Source: an optimization exercise on an open RTL-to-GDS flow (aim: small area). Production flows keep margins and buffers that such runs may drop. Function was checked by simulation only, so behaviour that the tests miss may differ from the original. Power and IR drop assume default switching activity.

===== flow/design.v =====
`default_nettype none
package noc_pkg;
    parameter int data_w = 8;
    parameter int pkt_elems = 4;
    typedef enum logic [1:0] {
        mode_pass = 2'b00,
        mode_pad1 = 2'b01,
        mode_pad2 = 2'b10
    } op_mode_t;
endpackage
`default_nettype wire
`default_nettype none
module noc_ctrl (
    input  logic clk,
    input  logic rst_n,
    input  logic start_conv,
    input  logic conv_complete,
    input  logic line_ready,
    input  logic last,
    output logic load,
    output logic clear,
    output logic advance,
    output logic send,
    output logic busy,
    output logic free_ifmap_buffer
);
    localparam logic [2:0] st_idle   = 3'b001;
    localparam logic [2:0] st_load   = 3'b010;
    localparam logic [2:0] st_stream = 3'b100;
    logic [2:0] state;
    logic [2:0] state_next;
    logic       start_ok;
    assign start_ok = (state == st_idle) && start_conv;
    assign load     = start_ok;
    assign clear    = start_ok;
    assign advance = (state == st_stream) && line_ready;
    assign send    = advance;
    assign busy = (state != st_idle);
    always_comb begin
        state_next = state;
        case (state)
            st_idle: begin
                if (start_ok) begin
                    state_next = st_load;
                end
            end
            st_load: begin
                state_next = st_stream;
            end
            st_stream: begin
                if (advance && last) begin
                    state_next = st_idle;
                end
            end
            default: begin
                state_next = st_idle;
            end
        endcase
    end
    always_ff @(posedge clk or negedge rst_n) begin
        if (!rst_n) begin
            state <= st_idle;
        end else begin
            state <= state_next;
        end
    end
    always_ff @(posedge clk or negedge rst_n) begin
        if (!rst_n) begin
            free_ifmap_buffer <= 1'b0;
        end else begin
            free_ifmap_buffer <= conv_complete;
        end
    end
endmodule
`default_nettype wire
`default_nettype none
module noc_read_counter #(
    parameter  int num_lines  = 6,
    parameter  int line_elems = 8,
    localparam int line_w     = (num_lines > 1) ? $clog2(num_lines) : 1,
    localparam int group_w    = (line_elems / noc_pkg::pkt_elems > 1) ?
                                $clog2(line_elems / noc_pkg::pkt_elems) : 1
) (
    input  logic               clk,
    input  logic               rst_n,
    input  logic               clear,
    input  logic               advance,
    output logic [line_w-1:0]  line_ptr,
    output logic [group_w-1:0] group_ptr,
    output logic               last
);
    localparam int groups = line_elems / noc_pkg::pkt_elems;
    logic line_end;
    logic group_end;
    assign line_end  = (line_ptr == line_w'(num_lines - 1));
    assign group_end = (group_ptr == group_w'(groups - 1));
    assign last = line_end && group_end;
    always_ff @(posedge clk or negedge rst_n) begin
        if (!rst_n) begin
            line_ptr  <= '0;
            group_ptr <= '0;
        end else if (clear) begin
            line_ptr  <= '0;
            group_ptr <= '0;
        end else if (advance) begin
            if (line_end) begin
                line_ptr <= '0;
                if (group_end) begin
                    group_ptr <= '0;
                end else begin
                    group_ptr <= group_ptr + group_w'(1);
                end
            end else begin
                line_ptr <= line_ptr + line_w'(1);
            end
        end
    end
endmodule
`default_nettype wire
`default_nettype none
module ifmap_buffer #(
    parameter  int num_lines  = 6,
    parameter  int line_elems = 8,
    localparam int line_w     = (num_lines > 1) ? $clog2(num_lines) : 1,
    localparam int group_w    = (line_elems / noc_pkg::pkt_elems > 1) ?
                                $clog2(line_elems / noc_pkg::pkt_elems) : 1
) (
    input  logic                  clk,
    input  logic                  rst_n,
    input  logic                  load,
    input  noc_pkg::op_mode_t     mode_in,
    input  logic [num_lines-1:0][line_elems-1:0][noc_pkg::data_w-1:0] ifmap_data_in,
    input  logic [line_w-1:0]     line_ptr,
    input  logic [group_w-1:0]    group_ptr,
    output logic [noc_pkg::pkt_elems-1:0][noc_pkg::data_w-1:0] bus_data
);
    logic [num_lines-1:0][line_elems-1:0][noc_pkg::data_w-1:0] padded;
    logic [num_lines-1:0][line_elems-1:0][noc_pkg::data_w-1:0] lines_q;
    logic [1:0]                                       shift;
    always_comb begin
        case (mode_in)
            noc_pkg::mode_pad1: shift = 2'd1;
            noc_pkg::mode_pad2: shift = 2'd2;
            default:   shift = 2'd0;
        endcase
    end
    always_comb begin
        for (int r = 0; r < num_lines; r++) begin
            for (int e = 0; e < line_elems; e++) begin
                padded[r][e] = '0;
                if (shift == 2'd0) begin
                    padded[r][e] = ifmap_data_in[r][e];
                end
                if (r >= 1 && e >= 1) begin
                    if (shift == 2'd1) begin
                        padded[r][e] = ifmap_data_in[(r >= 1) ? r - 1 : 0][(e >= 1) ? e - 1 : 0];
                    end
                end
                if (r >= 2 && e >= 2) begin
                    if (shift == 2'd2) begin
                        padded[r][e] = ifmap_data_in[(r >= 2) ? r - 2 : 0][(e >= 2) ? e - 2 : 0];
                    end
                end
            end
        end
    end
    always_ff @(posedge clk or negedge rst_n) begin
        if (!rst_n) begin
            lines_q <= '0;
        end else if (load) begin
            lines_q <= padded;
        end
    end
    always_comb begin
        for (int i = 0; i < noc_pkg::pkt_elems; i++) begin
            bus_data[i] = lines_q[line_ptr][group_ptr * noc_pkg::pkt_elems + i];
        end
    end
endmodule
`default_nettype wire
`default_nettype none
module diag_router #(
    parameter  int rows      = 3,
    parameter  int cols      = 4,
    parameter  int num_lines = 6,
    localparam int line_w    = (num_lines > 1) ? $clog2(num_lines) : 1
) (
    input  logic [rows-1:0][cols-1:0] pe_full,
    input  logic [line_w-1:0]         line_ptr,
    input  logic                      send,
    output logic                      line_ready,
    output logic [num_lines-1:0]      bus_valid
);
    logic [num_lines-1:0] diag_full;
    always_comb begin
        diag_full = '0;
        for (int r = 0; r < rows; r++) begin
            for (int c = 0; c < cols; c++) begin
                diag_full[r + c] = diag_full[r + c] | pe_full[r][c];
            end
        end
    end
    assign line_ready = ~diag_full[line_ptr];
    always_comb begin
        bus_valid           = '0;
        bus_valid[line_ptr] = send;
    end
endmodule
`default_nettype wire
`default_nettype none
module noc_top #(
    parameter  int rows       = 4,
    parameter  int cols       = 6,
    parameter  int line_elems = 16,
    localparam int num_lines  = rows + cols - 1
) (
    input  logic                  clk,
    input  logic                  rst_n,
    input  logic                  start_conv,
    input  logic [1:0]            mode_in,
    input  logic [num_lines*line_elems*noc_pkg::data_w-1:0] ifmap_data_in,
    input  logic [rows*cols-1:0]  pe_full,
    input  logic                  conv_complete,
    output logic [num_lines-1:0]  bus_valid,
    output logic [noc_pkg::pkt_elems*noc_pkg::data_w-1:0] bus_data,
    output logic                  free_ifmap_buffer,
    output logic                  busy
);
    localparam int groups  = line_elems / noc_pkg::pkt_elems;
    localparam int line_w  = (num_lines > 1) ? $clog2(num_lines) : 1;
    localparam int group_w = (groups > 1) ? $clog2(groups) : 1;
    logic               load;
    logic               clear;
    logic               advance;
    logic               send;
    logic               last;
    logic               line_ready;
    logic [line_w-1:0]  line_ptr;
    logic [group_w-1:0] group_ptr;
    noc_ctrl u_ctrl (
        .clk               (clk),
        .rst_n             (rst_n),
        .start_conv        (start_conv),
        .conv_complete     (conv_complete),
        .line_ready        (line_ready),
        .last              (last),
        .load              (load),
        .clear             (clear),
        .advance           (advance),
        .send              (send),
        .busy              (busy),
        .free_ifmap_buffer (free_ifmap_buffer)
    );
    noc_read_counter #(
        .num_lines  (num_lines),
        .line_elems (line_elems)
    ) u_read_counter (
        .clk       (clk),
        .rst_n     (rst_n),
        .clear     (clear),
        .advance   (advance),
        .line_ptr  (line_ptr),
        .group_ptr (group_ptr),
        .last      (last)
    );
    ifmap_buffer #(
        .num_lines  (num_lines),
        .line_elems (line_elems)
    ) u_ifmap_buffer (
        .clk           (clk),
        .rst_n         (rst_n),
        .load          (load),
        .mode_in       (noc_pkg::op_mode_t'(mode_in)),
        .ifmap_data_in (ifmap_data_in),
        .line_ptr      (line_ptr),
        .group_ptr     (group_ptr),
        .bus_data      (bus_data)
    );
    diag_router #(
        .rows      (rows),
        .cols      (cols),
        .num_lines (num_lines)
    ) u_diag_router (
        .pe_full    (pe_full),
        .line_ptr   (line_ptr),
        .send       (send),
        .line_ready (line_ready),
        .bus_valid  (bus_valid)
    );
endmodule
`default_nettype wire

===== flow/run.sh =====
#!/bin/bash
# synth_recipe.tcl (not shown) runs the flow's synth.tcl, then flattens the netlist and writes it again
# the make line also repeats each setting of config.mk as NAME=value (left out here)
make -C /OpenROAD-flow-scripts/flow DESIGN_CONFIG=/design/flow/config.mk WORK_HOME=/design/flow/orfs CLKGATE_MAP_FILE= SYNTH_SCRIPT=/design/flow/synth_recipe.tcl finish

===== flow/config.mk =====
export PLATFORM = sky130hd
export DESIGN_NAME = noc_top
export DESIGN_NICKNAME = noc_top
export VERILOG_FILES = /design/flow/design.v
export SDC_FILE = /design/flow/constraint.sdc
export NUM_CORES = 4
export LEC_CHECK = 0
export CAP_MARGIN = 20
export CORE_MARGIN = 2
export CORE_UTILIZATION = 25
export PLACE_DENSITY = 0.45
export SLEW_MARGIN = 20

===== flow/constraint.sdc =====
create_clock -name core_clock -period 7.0 [get_ports {clk}]
set_input_delay 1.4000 -clock core_clock [delete_from_list [all_inputs] [get_ports {clk}]]
set_output_delay 1.4000 -clock core_clock [all_outputs]
set_load 0.01 [all_outputs]

==> flow_summary.toml <==
[route]
drc = 0
routed_wl_um = 584900
avgRoutedWirePerCell_um = 42.99
firstDrtPassIters = 6
vias_per_cell = 5.882
drtAntennaViolNets = 0
dr_total_vias = 80030
drt_iter0_drc = 13300

[global_route]
antenna_found_initial = 246
grt_max_degree = 235
grt_pass1_wl_um = 748200
grt_pass1_vias = 73180
overflow = 0
track_usage_pct = 38.96

[min_path]
hp-start = "u_ifmap_buffer.lines_q[12]$_DFFE_PN0P_"
hp-class = "reg -> reg"
min_to = "u_ifmap_buffer.lines_q[12]$_DFFE_PN0P_"
worstHoldPathCells = 2

[clocking]
htree_levels = 4
clock_sinks = 1162
cts-root-buf = "clkbuf_16"
post-cts-setup-buffers = 0
cts_buffers = 157
clockBufferDepth = 3
cts_tree = "yes"
ctsHoldBuffers = 0
clkTransAtPathRegs_ns = 0.06
clock_latency_ns = 0.88
cts_resized = 0

[synth]
post_synth_instance_area_um2 = 71350
ys_seq_area_share_pct = 40.75
async_flop_share_pct = 100.0
yosysWarnings = 4
syn_avg_cell_area_um2 = 8.006
synth_cells = 8913
synth_seq_cells = 1162
synth_cell_types = 57
synthFlopType = "dfrtp_1"
synth_edf_count = 0
syn-num-nets = 10100

[die]
io_pins = 1225
rows = 196
die_width_um = 538.2
initial_core_util_pct = 25.08
core-area_um2 = 284500
die_height_um = 538.2
die-area_um2 = 289700

[power_and_ir_drop]
seqPwrFrac_pct = 40.4
power.density_nw_per_um2 = 371.1
p_leak_nw = 36.81
p_sw_share_pct = 46.18
power_frac_clock_pct = 25.9
power_frac_comb_pct = 33.7
switchingPower_mw = 15.87
peakVddDrop_mv = 0.2342
p_int_mw = 18.50

[setup_path]
r2r_cells = 6
crit_required_ns = 5.60
worstReg2RegStart = "u_ctrl.state[1]$_DFFE_PN0P_"
r2r_slack_ns = 3.70
worst-setup-path-type = "reg -> out"
critPathMaxFanout = 34
arrival_ns = 5.16
start_kind = "register"
r2r_end = "u_ifmap_buffer.lines_q[769]$_DFFE_PN0P_"
end_kind = "primary output"

[layout]
fin_util_pct = 32.55
design_area_um2 = 92610
area_delta_synth_final_pct = 29.79
finalNetCount = 10790
drive_above_1_share_pct = 7.599

[outcome]
status = "timing/DRC/antenna clean"

[placement]
gp_congestion = 1.049
placed_cell_area_um2 = 86770
port_buffers = 1224
dp_hpwl_um = 473400
post-place-ws_ns = 1.493

[timing]
fin_ws_ns = 0.4391
finalCriticalPeriod_ns = 6.561
period_share_pct = 93.73
hold_viol_final = 0
rsz0062_at_grt = "no"
clock-skew-final_ns = 0.06215
finalMaxSlewViolations = 0
slew_headroom_pct = 13.47
worst_slew_pin_slew_ns = 1.298
fin_setup_tns_ns = 0
fmax_mhz = 152.4
final-setup-viol-count = 0

[job]
max-cap-violations = 0
==> critical path, stage by stage (launching register included) <==
cell and delay [ns]:
dfrtp_2 0.90, inv_1 0.42, nor3_1 0.81, a221oi_1 0.24, and3_1 0.23, o31ai_1 1.00, clkdlybuf4s50_1 0.73
==> power groups by stage <==
stage / sequential, mW / combinational [mW] / clock (mW)
after global placement: 13.5 / 11.2 / 0
after CTS: 13.4 / 11.3 / 8.95
after detailed placement: 13.5 / 11.3 / 0
after floorplan: 10.5 / 6.20 / 0
final: 13.9 / 11.6 / 8.90
after global routing: 13.7 / 12.3 / 9.22
==> routing by layer <==
layer / track usage [%] / share of wire (%) / up-vias / wire length [µm]
met3: 10.89 / 11 / 920 / 61750
met4: 21.00 / 6.0 / 88 / 35170
met2: 54.38 / 41 / 5250 / 239200
met1: 53.91 / 42 / 41060 / 248200
met5: 0 / 0.097 / - / 568
li1: - / - / 32710 / -
==> per-stage QoR <==
step | instances | power [mW] | hold slack (ns)
global route | 13560 | 35.13 | 0.4848
CTS | 13500 | 33.66 | 0.4678
detailed placement | 13210 | 24.78 | 0.4546
global placement | 13210 | 24.68 | 0.4451
finish | 13610 | 34.36 | 0.4655
floorplan | 8913 | 16.67 | 0.4334
==> worst max path at each step <==
stage,endpoint,slack (ns),cells after the start,from
floorplan,bus_valid[0],2.79,5,pe_full[8]
global placement,bus_data[30],1.44,6,u_read_counter.line_ptr[0]$_DFFE_PN0P_
detailed placement,bus_data[11],1.49,6,u_read_counter.group_ptr[0]$_DFFE_PN0P_
CTS,bus_data[30],0.58,6,u_read_counter.line_ptr[0]$_DFFE_PN0P_
global route,bus_data[30],0.53,6,u_read_counter.line_ptr[0]$_DFFE_PN0P_
finish,bus_data[30],0.44,6,u_read_counter.line_ptr[0]$_DFFE_PN0P_
==> synthesized netlist by cell type, types with 2 or more instances <==
cell,number,area share (%)
nor2b_1,2,0.018
o22ai_1,57,0.50
nand3_1,197,1.4
a22oi_1,105,1.1
mux2i_1,122,1.7
buf_6,8,0.13
a22o_1,4,0.049
a221oi_1,26,0.32
a211oi_1,29,0.31
ha_1,5,0.088
buf_2,200,1.4
o221a_2,3,0.047
buf_4,28,0.29
buf_1,39,0.21
o31ai_1,2,0.021
clkbuf_1,601,3.2
or3b_2,2,0.025
or4_1,2,0.021
nand2_1,2354,12
nand3b_1,686,7.2
a31oi_1,32,0.28
or3_1,2,0.018
nor2_1,339,1.8
mux4_2,252,8.0
nand4_1,3,0.026
a21oi_1,1658,12
and3_1,4,0.035
dfrtp_1,1161,41
inv_1,9,0.047
mux2_2,7,0.11
nor3_1,2,0.014
o21ai_0,941,6.6
or2_2,4,0.035
nand2b_1,4,0.035
==> cell type report <==
type / instances / area, µm²
inverters: 10 / 47.55
clock inverters: 60 / 953.4
multi-input cells: 6865 / 38610
clock buffers: 231 / 4597
fillers: 30190 / 191900
diodes: 106 / 265.3
flip-flops and latches: 1162 / 29090
well taps: 3762 / 4707
repair buffers: 1410 / 14340
==> flip-flops by register name, summed over array words and instances, names as in the netlist <==
signal and cells:
u_ctrl.state 3, u_ctrl.free_ifmap_buffer 1, u_read_counter.line_ptr 4, u_read_counter.group_ptr 2
u_ifmap_buffer.lines_q 1152
==> layout by cell type (no fill, tap or decap), drive strengths merged, types with 16 or more instances in the layout <==
master	n
nand2	2355
a21oi	1658
clkdlybuf4s50	1223
dfrtp	1161
o21ai	942
nand3b	686
nor2	340
mux4	252
clkbuf	231
nand3	197
buf	187
mux2i	122
diode	106
a22oi	105
o22ai	57
clkinv	34
a31oi	32
a211oi	29
a221oi	27
bufinv	16
inv	16
==> cell families after synthesis <==
logic type | share of synthesized area, %
simple gates | 23.14
flops | 40.75
xor+xnor | 0.01228
mux | 9.792
fa+ha+maj | 0.08767
buf+inv | 5.243
compound gates | 20.97

[afterwards: timing with drivers on the ports]
How much do the figures lean on ideal ports? The routed layout below was timed once more, with nothing changed but the port constraints. Step 1, drivers: a clkbuf_16 drives clk and a buf_2 each remaining input, both assumed. Step 2 times the ports against the registers' clock, not the clock port: input delays grow and output delays shrink by t, the midpoint of the rising clock arrivals with the driver on. a / b / c = ideal / step 1 / step 2; a / b = the first two.
t (ns): 0.940
setup WS [ns]: 0.439 / 0.331 / 1.271
latest minus earliest clock arrival (ns): 0.090 / 0.090
cell pins on the clock port's net: 1
After both steps setup and hold are still met in this run. For this run, drivers alone change the setup slack by -0.108 ns; drivers and shift together by +0.832 ns.
